Background: an optimization exercise with open tools, aiming at small area. Do not read the settings as production practice. The RTL was checked by simulation tests, not by an equivalence proof against the original design. Power is estimated from default activity; no workload was simulated.

==> design/flow/design.v <==
`timescale 1ns/1ps
package mipsIsaPkg;
    typedef logic [4:0] regIdx_t;
    typedef struct packed {
        logic [5:0] opcode;
        regIdx_t    rs;
        regIdx_t    rt;
        regIdx_t    rd;
        logic [4:0] shamt;
        logic [5:0] funct;
    } instr_t;
    localparam logic [5:0] opRtype = 6'h00;
    localparam logic [5:0] opJ     = 6'h02;
    localparam logic [5:0] opBeq   = 6'h04;
    localparam logic [5:0] opBne   = 6'h05;
    localparam logic [5:0] opAddi  = 6'h08;
    localparam logic [5:0] opAndi  = 6'h0c;
    localparam logic [5:0] opOri   = 6'h0d;
    localparam logic [5:0] fnSll   = 6'h00;
    localparam logic [5:0] fnSrl   = 6'h02;
    localparam logic [5:0] fnAdd   = 6'h20;
    localparam logic [5:0] fnSub   = 6'h22;
    localparam logic [5:0] fnAnd   = 6'h24;
    localparam logic [5:0] fnOr    = 6'h25;
    localparam logic [5:0] fnXor   = 6'h26;
    localparam logic [5:0] fnSlt   = 6'h2a;
    typedef enum logic [2:0] {
        aluAdd, aluSub, aluAnd, aluOr, aluXor, aluSlt, aluSll, aluSrl
    } aluOp_t;
endpackage
`timescale 1ns/1ps
package mipsPipePkg;
    typedef struct packed {
        logic [2:0] aluOp;       
        logic   useImm;      
        logic   regWrite;
        logic   beq;
        logic   bne;
        logic   jump;
    } ctrl_t;
    typedef struct packed {
        logic                    valid;
        ctrl_t                   ctrl;
        logic [4:0]              rs;
        logic [4:0]              rt;
        logic [32-1:0] rsVal;
        logic [32-1:0] rtVal;
        logic [32-1:0] imm;       
        logic [4:0]              dest;
        logic [4:0]              shamt;
        logic [32-1:0] nextPc;    
        logic [25:0]             jumpIdx;
    } idEx_t;
    typedef struct packed {
        logic                    valid;
        logic [4:0]              dest;
        logic [32-1:0] data;
    } wbPort_t;
endpackage
`timescale 1ns/1ps
module mipsCore (
    input  logic                    clk,
    input  logic                    rst_n,
    input  logic [31:0]             instr,
    output logic [32-1:0] instrAddr,
    output logic                    wbValid,
    output logic [4:0]              wbDest,
    output logic [32-1:0] wbData
);
    logic [4:0]  cnt;       
    logic        p2;        
    logic        clr;       
    logic [10:0] pc;        
    logic        c;         
    logic [31:1] W;         
    assign instrAddr = {19'd0, pc, 2'b00};
    logic first, last;
    assign first = (cnt == 5'd0);
    assign last  = (cnt == 5'd31);
    logic [5:0] op, fn;
    logic [4:0] rs, rt, rd, sh, dest;
    assign op = instr[31:26];
    assign rs = instr[25:21];
    assign rt = instr[20:16];
    assign rd = instr[15:11];
    assign sh = instr[10:6];
    assign fn = instr[5:0];
    logic isR, fAdd, fSub, fAnd, fOr, fXor, fSlt, fSll, fSrl;
    logic iAddi, iAndi, iOri, iBeq, iBne, iJ;
    assign isR   = (op == 6'h00);
    assign fAdd  = isR && fn == 6'h20;
    assign fSub  = isR && fn == 6'h22;
    assign fAnd  = isR && fn == 6'h24;
    assign fOr   = isR && fn == 6'h25;
    assign fXor  = isR && fn == 6'h26;
    assign fSlt  = isR && fn == 6'h2a;
    assign fSll  = isR && fn == 6'h00;
    assign fSrl  = isR && fn == 6'h02;
    assign iAddi = (op == 6'h08);
    assign iAndi = (op == 6'h0c);
    assign iOri  = (op == 6'h0d);
    assign iBeq  = (op == 6'h04);
    assign iBne  = (op == 6'h05);
    assign iJ    = (op == 6'h02);
    logic useImm, isBr, doSub, doAnd, doOr, doXor, twoPass, wr, pcMode, taken;
    assign useImm  = iAddi | iAndi | iOri;
    assign isBr    = iBeq | iBne;
    assign doSub   = fSub | fSlt;
    assign doAnd   = fAnd | iAndi;
    assign doOr    = fOr  | iOri;
    assign doXor   = fXor;
    assign twoPass = fSlt | fSll | fSrl | (isBr & taken);
    assign pcMode  = iJ | (isBr & p2);
    assign dest    = isR ? rd : rt;
    assign wr      = (fAdd | fSub | fAnd | fOr | fXor | fSlt | fSll | fSrl | useImm) && dest != 5'd0;
    logic [31:0] heads;      
    logic        d;          
    logic        wen;        
    logic [4:0]  bAddr;
    logic        aBit, bBit;
    assign heads[0] = 1'b0;
    logic [3:0] weLo, dLo;
    logic [7:0] weHi;
    always_comb begin
        for (int j = 0; j < 4; j++) weLo[j] = clr || (wen && dest[1:0] == j);
        for (int j = 0; j < 8; j++) weHi[j] = clr || (dest[4:2] == j);
        for (int j = 0; j < 4; j++) dLo[j] = weLo[j] & d;
    end
    genvar k;
    generate
        for (k = 1; k < 32; k++) begin : g_reg
            logic [31:0] r;
            assign heads[k] = r[0];
            always_ff @(posedge clk) begin
                r <= {(dLo[k % 4] & weHi[k / 4]) | (r[0] & !(weLo[k % 4] & weHi[k / 4])), r[31:1]};
            end
        end
    endgenerate
    assign bAddr = (p2 && fSll) ? rd : rt;    
    assign aBit  = heads[rs];
    assign bBit  = heads[bAddr];
    logic immBit, pcBit, opA, opB, bx, cin, sum, cout, lt, eqn, res;
    assign immBit = cnt[4] ? ((iAddi | isBr) & instr[15]) : instr[cnt[3:0]];
    assign pcBit  = (cnt < 5'd10) && pc[cnt[3:0]];
    assign opA    = pcMode ? (pcBit & !iJ) : aBit;
    assign opB    = (useImm | pcMode) ? immBit : bBit;
    assign bx     = opB ^ doSub;
    assign cin    = first ? (pcMode ? !iJ : doSub) : c;
    assign sum    = opA ^ bx ^ cin;
    assign cout   = (opA & bx) | (opA & cin) | (bx & cin);
    assign lt     = (aBit ^ bBit) ? aBit : sum;
    assign eqn    = (first | c) & (aBit == bBit);
    always_comb begin
        if (doAnd)      res = aBit & opB;
        else if (doOr)  res = aBit | opB;
        else if (doXor) res = aBit ^ opB;
        else            res = sum;
    end
    logic [31:0] V;
    logic [4:0]  tapSel, iCmp;
    logic        tap;
    assign V      = {bBit, W[31:1]};
    assign tapSel = fSll ? ~sh : sh - 5'd1;
    assign iCmp   = fSll ? cnt : ~cnt;
    assign tap    = (iCmp < sh) ? 1'b0 : V[tapSel];
    logic wPass, lastPass, wFromB, win;
    always_comb begin
        if (clr)                d = 1'b0;
        else if (fSlt)          d = first & c;
        else if (fSll | fSrl)   d = tap;
        else                    d = res;
    end
    assign lastPass = !twoPass || p2;
    assign wPass    = twoPass ? (fSll ? !p2 : p2) : 1'b1;
    assign wen      = wr && wPass;
    assign wFromB   = fSll | (fSrl & !p2);
    assign win      = wFromB ? bBit : d;
    always_ff @(posedge clk) begin
        W <= {win, W[31:2]};
        c <= (isBr & !p2) ? eqn : (last ? lt : cout);
    end
    assign wbValid = last && !clr && lastPass && wr;
    assign wbDest  = dest;
    assign wbData  = {win, W[31:1]};
    assign taken = (iBeq & eqn) | (iBne & !eqn);
    logic        pcUpd, tgtOut;
    logic [10:0] pcNext;
    assign pcUpd  = last && !clr && lastPass;
    assign tgtOut = (iJ & (|instr[25:16])) | (|W[16:11]);
    always_comb begin
        pcNext = {1'b0, pc[9:0]} + {10'd0, pcUpd && !pcMode};
        pcNext[10] = pcNext[10] | pc[10];
        if (pcUpd && pcMode) pcNext = win ? 11'd0 : {pc[10] | tgtOut, W[10:1]};
    end
    always_ff @(posedge clk or negedge rst_n) begin
        if (!rst_n) begin
            cnt <= 5'd0;
            p2  <= 1'b0;
            clr <= 1'b1;
            pc  <= 11'd0;
        end else begin
            cnt <= cnt + 5'd1;
            pc  <= pcNext;
            if (last) begin
                clr <= 1'b0;
                if (!clr) begin
                    if (lastPass) begin
                        p2 <= 1'b0;
                    end else begin
                        p2 <= 1'b1;
                    end
                end
            end
        end
    end
endmodule
==> design/flow/flow/run.sh <==
#!/bin/bash
# Own layout flow: the standard ORFS flow (standard.sh) with
#  - synthesis through flow/synth_multi.tcl: the standard flow's synthesis script, except
#    that ABC maps the logic once with each area-oriented script
#    flow/abc_*.script and keeps the smallest mapping; flip-flops are mapped
#    before ABC runs, so they are the same as in the standard synthesis
#  - port buffers of the smallest buffer cell
#  - a clock tree without dummy loads, sink clusters from cts_args.txt
#  - one tie cell for the constant outputs (SKIP_REPAIR_TIE_FANOUT)
# Every tool's output goes to the ORFS logs under orfs/logs/; make's own
# output goes to flow_make.log in the folder this runs in.
set -euo pipefail
HERE=$(cd "$(dirname "$0")" && pwd)
CTS=$(cat "$HERE/cts_args.txt")
FLOW_ABC_SCRIPTS=""
for f in "$HERE"/abc_*.script; do FLOW_ABC_SCRIPTS="$FLOW_ABC_SCRIPTS $f"; done
export FLOW_ABC_SCRIPTS
bash standard.sh \
  SYNTH_SCRIPT="$HERE/synth_multi.tcl" \
  BUFFER_PORTS_ARGS="-buffer_cell sky130_fd_sc_hd__buf_1" \
  CTS_ARGS="$CTS" \
  SKIP_REPAIR_TIE_FANOUT=1 \
  finish > flow_make.log 2>&1
==> design/flow/flow/abc_s3.script <==
strash; dch -f; map -a; topo; strash; dch -f; map -a; topo
==> design/flow/flow/abc_t2.script <==
strash; dch -f; amap; topo
==> design/flow/flow/abc_t7.script <==
strash; dch -f; amap; topo; strash; dch -f; amap; topo
==> design/flow/flow/abc_u2.script <==
strash; dc2; dch -f; amap; topo; strash; dch -f; amap; topo
==> design/flow/flow/abc_u3.script <==
strash; dch -f; amap -F 5 -A 5; topo; strash; dch -f; amap; topo
==> design/flow/flow/abc_w3.script <==
strash; dc2; dc2; dch -f; amap; topo; strash; dch -f; amap; topo
==> design/flow/flow/cts_args.txt <==
-sink_clustering_enable -repair_clock_nets -dont_use_dummy_load -buf_list sky130_fd_sc_hd__clkbuf_8 -sink_clustering_size 20 -sink_clustering_max_diameter 60
==> design/flow/flow/synth_multi.tcl <==
proc synth {args} { yosys synth -nofsm -noshare {*}$args }
# ABC maps the logic once per script in FLOW_ABC_SCRIPTS (area-oriented
# scripts instead of ORFS's speed script); the smallest mapping is kept.
# Flip-flops are mapped before ABC runs, so they are the same either way.
proc my_mapped_area {} {
  set libs {}
  foreach lib $::env(LIB_FILES) { lappend libs -liberty $lib }
  set out [tee -q -s result.string stat {*}$libs]
  if {[regexp {Chip area for module '[^']*':\s+([0-9.]+)} $out -> a]} { return $a }
  return 1e18
}
proc abc {args} {
  set i [lsearch -exact $args -script]
  if { $i >= 0 } { set args [lreplace $args $i [expr {$i + 1}]] }
  yosys design -save my_pre_abc
  set best ""
  set best_area 1e18
  foreach script $::env(FLOW_ABC_SCRIPTS) {
    yosys design -load my_pre_abc
    yosys abc -script $script {*}$args
    set a [my_mapped_area]
    puts "bench abc: [file tail $script] area $a"
    if { $a < $best_area } { set best $script; set best_area $a }
  }
  yosys design -load my_pre_abc
  puts "bench abc: using [file tail $best]"
  yosys abc -script $best {*}$args
}
source $::env(SCRIPTS_DIR)/synth.tcl
# left out here: clear keep_hierarchy, flatten, clean up, hide names made inside functions, write 1_2_yosys.v
==> design/flow/standard.sh <==
#!/bin/bash
# synth_recipe.tcl (not shown) runs the flow's synth.tcl, then flattens the netlist and writes it again
# the make line also repeats each setting of config.mk as NAME=value (left out here)
make -C /OpenROAD-flow-scripts/flow DESIGN_CONFIG=/design/flow/config.mk WORK_HOME=/design/flow/orfs CLKGATE_MAP_FILE= SYNTH_SCRIPT=/design/flow/synth_recipe.tcl "${@:-finish}"
==> design/flow/config.mk <==
export PLATFORM = sky130hd
export DESIGN_NAME = mipsCore
export DESIGN_NICKNAME = mipsCore
export VERILOG_FILES = /design/flow/design.v
export SDC_FILE = /design/flow/constraint.sdc
export NUM_CORES = 4
export LEC_CHECK = 0
export CAP_MARGIN = 5
export CORE_MARGIN = 2
export CORE_UTILIZATION = 60
export PLACE_DENSITY = 0.7
export SLEW_MARGIN = 5
==> design/flow/constraint.sdc <==
create_clock -name core_clock -period 10.0 [get_ports {clk}]
set_input_delay 2.0000 -clock core_clock [delete_from_list [all_inputs] [get_ports {clk}]]
set_output_delay 2.0000 -clock core_clock [all_outputs]
set_load 0.01 [all_outputs]
==> reports/qor.txt, run 1 <==
Total Routed Length: 34.7 mm
Number of antenna violations at the first check in global routing: 4
Initial standard-cell utilization of the core: 61.0%
Number of endpoints with negative hold slack in the final report: 0
Static Leak: 9.78 nW
Worst hold endpoint: g_reg[6].r[1]$_DFF_P_
CP required: 8.00 ns
Post-Route Skew: 0.122 ns
Worst slew pin tran: 1.08 ns
Final setup vio count: 0
Critical Path Most Common Cell: sky130_fd_sc_hd__o22ai_1
Top-level I/O count: 104
Final count of pins violating max slew: 0
Number of enable-type register cells in the synthesized netlist: 0
Cell area power density: 241 mW/mm2
Number of synthesis warnings: 1
Peak per-stage delay on the critical path: 0.46 ns
Cell area after placement: 0.0245 mm2
Ratio of cells with drive above 1 in the final layout: 4.60%
Wire length on met3: 2.03 mm
Synth Register Bits: 1042
Largest net degree at the start of global routing: 22
Post-synthesis instance total: 1501
Reg-to-reg setup timing slack: 4.35 ns
Compound-cell area share of the yosys netlist: 6.43%
Area of the mapped netlist: 0.0236 mm2
Initial DRC count: 641
Post-detailed-placement half-perimeter wirelength: 22.6 mm
Top layer reached by signal wires: met5
Data arrival time of the critical path: 7.61 ns
Worst vdd ir: 0.172 mV
Average via count per standard cell: 4.91
Horiz. Die Dim: 202 um
I/O Buffers: 82
Total number of vias: 10555
Worst setup path class: input pin to output pin
# DRC: 0
Most frequent standard cell in the layout excluding fill and tap cells: sky130_fd_sc_hd__dfxtp_1
Minimum hold slack: 0.266 ns
Post-synthesis share of cell area spent on full adders, half adders and majority gates: 0.773%
Vias in the first global route: 10172
NetSw: 1.27 mW
TNS Setup: 0 ns
Class of the tightest hold or removal check: register to register
Final clock period utilization by the worst path: 96.1%
Worst setup EP type: output pin
Reg2Reg Launch Point: p2$_DFFE_PN0P_
RR Endpoint: g_reg[27].r[31]$_DFF_P_
Slowest stage cell, crit path: sky130_fd_sc_hd__fa_1
Number of cells on the worst reg-to-reg path: 20
Proportion of synthesized flip-flops having asynchronous set or reset: 1.73%
HP Start: g_reg[6].r[2]$_DFF_P_
Remaining antenna violation count after routing: 0
Run status: timing/DRC/antenna clean
Clock root buffer: sky130_fd_sc_hd__clkbuf_8
Final design area excluding fillers: 0.0253 mm2
FP Rows: 72
Crit path time final: 9.61 ns
GRT Resource Usage Total: 17.3%
Latest clock arrival within the worst-skew pair: 0.69 ns
Avg WL per Cell: 16.1 um
Net Sw Frac: 20.9%
Worst-path clk slew: 0.11 ns
Cts bufs inserted: 59
Weighted congestion at the end of routability-driven global placement: 0.849
Wire length of the first global-routing pass: 54.6 mm
Element type at the critical path start: input pin
Number of nets in the finished design: 1679
Htree depth: 2
Layout area overhead: 7.24%
Drt pass-1 iters: 5
Crit path max fanout: 8
Share of total power in combinational logic: 3.5%
Aggregate global routing overflow: 0
Relative slew margins: 27.8%
Synthesized area divided by synthesized cell count: 15.7 um2
Power Internal: 4.83 mW
Simple-gate share of the synthesized area: 2.40%
Count of distinct cell types in the synthesized netlist: 44
Die area: 0.0410 mm2
Post-synth top flop: sky130_fd_sc_hd__dfxtp_1
Largest buffer count on any clock path: 3
Clock net sink count: 1042
Std-Cell Core Area: 0.0387 mm2
Share of synthesized area occupied by flip-flops and latches: 88.7%
Die Span Y: 202 um
RSZ-0062 raised after global routing: no
Most frequent cells in the layout: 1024 x sky130_fd_sc_hd__dfxtp_1, 82 x sky130_fd_sc_hd__buf_1, 76 x sky130_fd_sc_hd__o21ai_0
Post-synthesis xor/xnor area fraction: 0%
Number of max-cap violations: 0
Max Fclk: 104 MHz
Post-synthesis net count: 1549
TritonCTS clock tree: built
Reg power frac: 70.2%
Met1 Routed Length: 16.7 mm
Routed wire length on met2: 14.7 mm
Mux cell area share after synthesis: 0%
Largest family of logic cells by synthesized area: compound AO/OA/AOI/OAI gates
Count of filler cells inserted in the layout: 2756
Clock network power share: 26.3%
Count of cells along the worst hold path: 0
metrics by stage:
stage | setup WS [ns] | cells | utilization (%) | total power [mW]
after floorplan | 0.267 | 1501 | - | 4.49
after detailed placement | 0.0971 | 2085 | 63.1 | 4.59
after CTS | 0.0770 | 2144 | 65.2 | 6.17
after global placement | 0.264 | 2085 | 63.1 | 4.58
final | 0.393 | 2150 | 65.4 | 6.10
after global routing | 0.0393 | 2148 | 65.4 | 6.34
power by group through the flow:
stage,sequential (mW),clock (mW),combinational (mW)
2_1_floorplan,4.39,0,0.102
3_3_place_gp,4.38,0,0.208
3_5_place_dp,4.38,0,0.209
4_1_cts,4.28,1.67,0.209
5_1_grt,4.29,1.81,0.231
6_report,4.28,1.61,0.213
synthesized netlist by cell type, drive strengths merged (2+ instances only):
library cell / n / share of area (%)
a31oi: 19 / 0.50
o31ai: 3 / 0.095
nor4b: 2 / 0.074
o22a: 9 / 0.33
o221ai: 6 / 0.22
nand2b: 2 / 0.053
a311oi: 2 / 0.074
nor3: 14 / 0.30
ha: 13 / 0.69
o221a: 3 / 0.14
a22o: 2 / 0.074
a221oi: 5 / 0.19
o21a: 4 / 0.13
nor2: 48 / 0.76
clkinv: 62 / 0.99
or2: 8 / 0.21
dfrtp: 17 / 1.8
o32ai: 3 / 0.11
a221o: 2 / 0.085
o32a: 2 / 0.085
a22oi: 8 / 0.25
nor2b: 4 / 0.11
nor4: 5 / 0.13
nand3: 6 / 0.13
a21o: 2 / 0.064
or4: 2 / 0.064
a21oi: 9 / 0.19
a32oi: 2 / 0.074
buf: 22 / 0.70
a211oi: 2 / 0.064
a41oi: 2 / 0.074
or3: 2 / 0.053
o22ai: 74 / 2.0
dfxtp: 1024 / 87
o21ai: 77 / 1.6
nand2: 26 / 0.41
timing repair:
| action | CTS | global route |
|---|---|---|
| setup buffers | 0 | 2 |
| hold buffers | 0 | 0 |
| endpoints found under the setup margin | 0 | 1 |
| gates resized for setup | 0 | 8 |
per-layer routing:
metal,global-route usage [%],up-vias
met1,24.8,4956
li1,-,5185
met5,0,-
met4,8.34,2
met2,25.2,332
met3,3.76,80
cell families after synthesis:
group / after synthesis
flops: 1042
buf+inv: 84
fa+ha+maj: 14
other cells: 1
compound gates: 238
simple gates: 122
flip-flops by register name, indices dropped and copies added, names as in the netlist:
register and cells:
clr 1, W 31, g.r 992, cnt 5, c 1, pc 11, p2 1
critical path: cells and delay by family:
family / cells / cell delay, ns
compound gates: 13 / 2.63
buf+inv: 6 / 1.02
simple gates: 5 / 1.18
fa+ha+maj: 2 / 0.76
how the worst max path moves through the flow:
stage	slack, ns	to	cells past startpoint	from
CTS	0.08	wbData[31]	26	instr[31]
floorplan	0.27	wbData[31]	24	instr[31]
detailed placement	0.1	wbData[31]	26	instr[31]
global route	0.04	wbData[31]	26	instr[31]
global placement	0.26	wbData[31]	26	instr[31]
finish	0.39	wbData[31]	26	instr[31]
area by class of cell:
type                       instances  area [um2]  area share (%)
antenna                            3        7.51          0.0296
multi-input combinational        375        2300            9.08
timing repair inverter             1        7.51          0.0296
timing repair buffer              90         368            1.45
sequential                      1042       21000            82.7
clock buffer                      59         812            3.21
tap                              518         648            2.56
inverter                          62         236           0.934
==> run 2, diff against run 1 <==
--- a/design/flow/config.mk
+++ b/design/flow/config.mk
@@ -7,3 +7,3 @@
 export LEC_CHECK = 0
-export CAP_MARGIN = 5
+export CAP_MARGIN = 0
 export CORE_MARGIN = 2
@@ -11,2 +11,2 @@
 export PLACE_DENSITY = 0.7
-export SLEW_MARGIN = 5
+export SLEW_MARGIN = 0
==> reports/qor.txt, run 2 <==
Share of synthesized area occupied by flip-flops and latches: 88.7% (unchanged)
Post-synthesis net count: 1549 (unchanged)
Leading post-synthesis cells by instance count: 1024 x sky130_fd_sc_hd__dfxtp_1, 77 x sky130_fd_sc_hd__o21ai_0, 74 x sky130_fd_sc_hd__o22ai_1
FP Rows: 72 (unchanged)
Most frequent standard cell in the layout excluding fill and tap cells: sky130_fd_sc_hd__dfxtp_1
Worst vdd ir: 0.172 mV (unchanged)
Total Routed Length: 34.7 mm (unchanged)
Remaining antenna violation count after routing: 0 (unchanged)
Fraction of post-synthesis cell area in the top cell type by area: 86.8% (unchanged)
Element type at the critical path start: input pin
Die area: 0.0410 mm2 (unchanged)
Drt pass-1 iters: 5 (unchanged)
Register with the most flip-flops: g.r
Largest buffer count on any clock path: 3 (unchanged)
Latest clock arrival within the worst-skew pair: 0.69 ns (about the same)
Total number of vias: 10555 (unchanged)
Avg WL per Cell: 16.1 um (unchanged)
Worst path setup slack after routing: 0.393 ns (unchanged)
Max Fclk: 104 MHz (unchanged)
Initial DRC count: 641 (unchanged)
Wire length of the first global-routing pass: 54.6 mm (unchanged)
Count of distinct cell types in the synthesized netlist: 44 (unchanged)
Worst-path clk slew: 0.11 ns (about the same)
Area of the mapped netlist: 0.0236 mm2 (unchanged)
Cts bufs inserted: 59 (unchanged)
TNS Setup: 0 ns (unchanged)
Static Leak: 9.78 nW (unchanged)
Layout area overhead: 7.24% (unchanged)
Std-Cell Core Area: 0.0387 mm2 (unchanged)
Ratio of cells with drive above 1 in the final layout: 4.60% (unchanged)
Post-synthesis instance total: 1501 (unchanged)
Top flop regs: g.r: 992 flops, W: 31 flops, pc: 11 flops
Crit path time final: 9.61 ns (unchanged)
Final design area excluding fillers: 0.0253 mm2 (unchanged)
GRT Resource Usage Total: 17.3% (unchanged)
Minimum hold slack: 0.266 ns (unchanged)
# DRC: 0 (unchanged)
NetSw: 1.27 mW (unchanged)
# hold bufs at CTS: 0 (unchanged)
Weighted congestion at the end of routability-driven global placement: 0.849 (unchanged)
Horiz. Die Dim: 202 um (unchanged)
Aggregate global routing overflow: 0 (unchanged)
Clock network power share: 26.3% (about the same)
I/O Buffers: 82 (unchanged)
Worst slew pin tran: 1.08 ns (unchanged)
Number of enable-type register cells in the synthesized netlist: 0 (unchanged)
Cell area power density: 241 mW/mm2 (unchanged)
CP required: 8.00 ns (about the same)
Crit path max fanout: 8 (unchanged)
Clock root buffer: sky130_fd_sc_hd__clkbuf_8
Overall power: 6.10 mW (unchanged)
Cells taking the most area after synthesis: sky130_fd_sc_hd__dfxtp_1 87%, sky130_fd_sc_hd__o22ai_1 2.0%, sky130_fd_sc_hd__dfrtp_1 1.8%
Post-Route Skew: 0.122 ns (unchanged)
Synth Register Bits: 1042 (unchanged)
Vias in the first global route: 10172 (unchanged)
Number of flip-flops under the largest register name: 992 (unchanged)
Peak per-stage delay on the critical path: 0.46 ns (about the same)
Htree depth: 2 (unchanged)
Largest area contributor in the synthesized netlist: sky130_fd_sc_hd__dfxtp_1
Post-detailed-placement half-perimeter wirelength: 22.6 mm (unchanged)
Worst setup path class: input pin to output pin
Final setup vio count: 0 (unchanged)
Top-level I/O count: 104 (unchanged)
Final count of pins violating max slew: 0 (unchanged)
Proportion of synthesized flip-flops having asynchronous set or reset: 1.73% (unchanged)
Class of the tightest hold or removal check: register to register
TritonCTS clock tree: built
Number of nets in the finished design: 1679 (unchanged)
Number of endpoints with negative hold slack in the final report: 0 (unchanged)
Cell area after placement: 0.0245 mm2 (unchanged)
Data arrival time of the critical path: 7.61 ns (about the same)
Number of max-cap violations: 0 (unchanged)
Net Sw Frac: 20.9% (unchanged)
Number of antenna violations at the first check in global routing: 4 (unchanged)
Initial standard-cell utilization of the core: 61.0% (unchanged)
Most frequently used cell type in the post-synthesis netlist: sky130_fd_sc_hd__dfxtp_1
Share of total power in combinational logic: 3.5% (about the same)
Worst setup EP type: output pin
Worst-case setup slack after placement: 0.0971 ns (unchanged)
Average via count per standard cell: 4.91 (unchanged)
Critical Path Most Common Cell: sky130_fd_sc_hd__o22ai_1
Synthesized area divided by synthesized cell count: 15.7 um2 (unchanged)
Final clock period utilization by the worst path: 96.1% (unchanged)
Die Span Y: 202 um (unchanged)
Slowest stage cell, crit path: sky130_fd_sc_hd__fa_1
Most frequent cells in the layout: 1024 x sky130_fd_sc_hd__dfxtp_1, 82 x sky130_fd_sc_hd__buf_1, 76 x sky130_fd_sc_hd__o21ai_0
Largest net degree at the start of global routing: 22 (unchanged)
Relative slew margins: 27.8% (unchanged)
RSZ-0062 raised after global routing: no
Number of synthesis warnings: 1 (unchanged)
Run status: timing/DRC/antenna clean
Post-synth top flop: sky130_fd_sc_hd__dfxtp_1
Clock net sink count: 1042 (unchanged)
Reg power frac: 70.2% (about the same)
Power Internal: 4.83 mW (unchanged)
## run 2: metal layers
metal  vias to the layer above  part of all wire, %  GRT usage, %  wire, um
met3                        80                  5.8          3.76      2030
met1                      4956                   48          24.8     16700
met5                         -                0.026             0         9
met4                         2                  3.5          8.34      1200
met2                       332                   42          25.2     14700
li1                       5185                    -             -         -
## run 2: cell families after synthesis
family / after synthesis / synth area share, %
flops: 1042 / 88.7
simple gates: 122 / 2.40
compound gates: 238 / 6.43
fa+ha+maj: 14 / 0.773
buf+inv: 84 / 1.68
other cells: 1 / 0.0159
## run 2: cell type report
type,instances,area (um2)
antenna,3,7.51
clock buffer,59,812
fill,2756,13400
inverter,62,236
multi-input combinational,375,2300
sequential,1042,21000
tap,518,648
timing repair buffer,90,368
timing repair inverter,1,7.51
## run 2: metrics by stage
stage	instances	util, %
6_report	2150	65.4
5_1_grt	2148	65.4
4_1_cts	2144	65.2
3_5_place_dp	2085	63.1
3_3_place_gp	2085	63.1
2_1_floorplan	1501	-
## run 2: critical path, delay by kind of cell
kind	cells	cell delay, ns
fa+ha+maj	2	0.76
compound gates	13	2.63
buf+inv	6	1.02
simple gates	5	1.18
## run 2: power groups by stage
stage / Sequential (mW) / Combinational, mW / Clock [mW]
2_1_floorplan: 4.39 / 0.102 / 0
3_3_place_gp: 4.38 / 0.208 / 0
3_5_place_dp: 4.38 / 0.209 / 0
4_1_cts: 4.28 / 0.209 / 1.67
5_1_grt: 4.29 / 0.231 / 1.81
6_report: 4.28 / 0.213 / 1.61
## run 2: final timing paths
check                                 startpoint                       to  slack (ns)  cells after the start
max in group asynchronous                  rst_n         cnt[4]$_DFF_PN0_        7.74                      1
min reg2reg                g_reg[6].r[2]$_DFF_P_    g_reg[6].r[1]$_DFF_P_        0.27                      0
max                                    instr[31]               wbData[31]        0.39                     26
min in group asynchronous                  rst_n         cnt[1]$_DFF_PN0_        1.56                      1
max reg2reg                       p2$_DFFE_PN0P_  g_reg[27].r[31]$_DFF_P_        4.35                     20
min                        g_reg[6].r[2]$_DFF_P_    g_reg[6].r[1]$_DFF_P_        0.27                      0
## run 2: repair_timing
action                     CTS  global route
setup endpoints to repair    0             1
gates resized for setup      0             8
setup buffers                0             2

[separate check: timing with driven ports]
The flow's constraints put no driver on any port. The routed layouts listed below were extracted and timed again, unchanged, in two steps. Step 1, drivers: a clkbuf_16 drives clk and a buf_2 each remaining input, both assumed. Step 2 also shifts input and output timing later by t, the mid clock arrival at the registers, as if the neighbouring blocks saw the same clock. Slacks: no drivers / after step 1 / after step 2; pairs: no drivers / after step 1.
run | t, ns | slack for setup (ns) | worst slew at a driven data input, ns
run 1 | 0.672 | 0.393 / 0.370 / 0.370 | 0.10
run 2 | 0.672 | 0.393 / 0.370 / 0.370 | 0.10
After both steps every run listed still meets setup and hold.
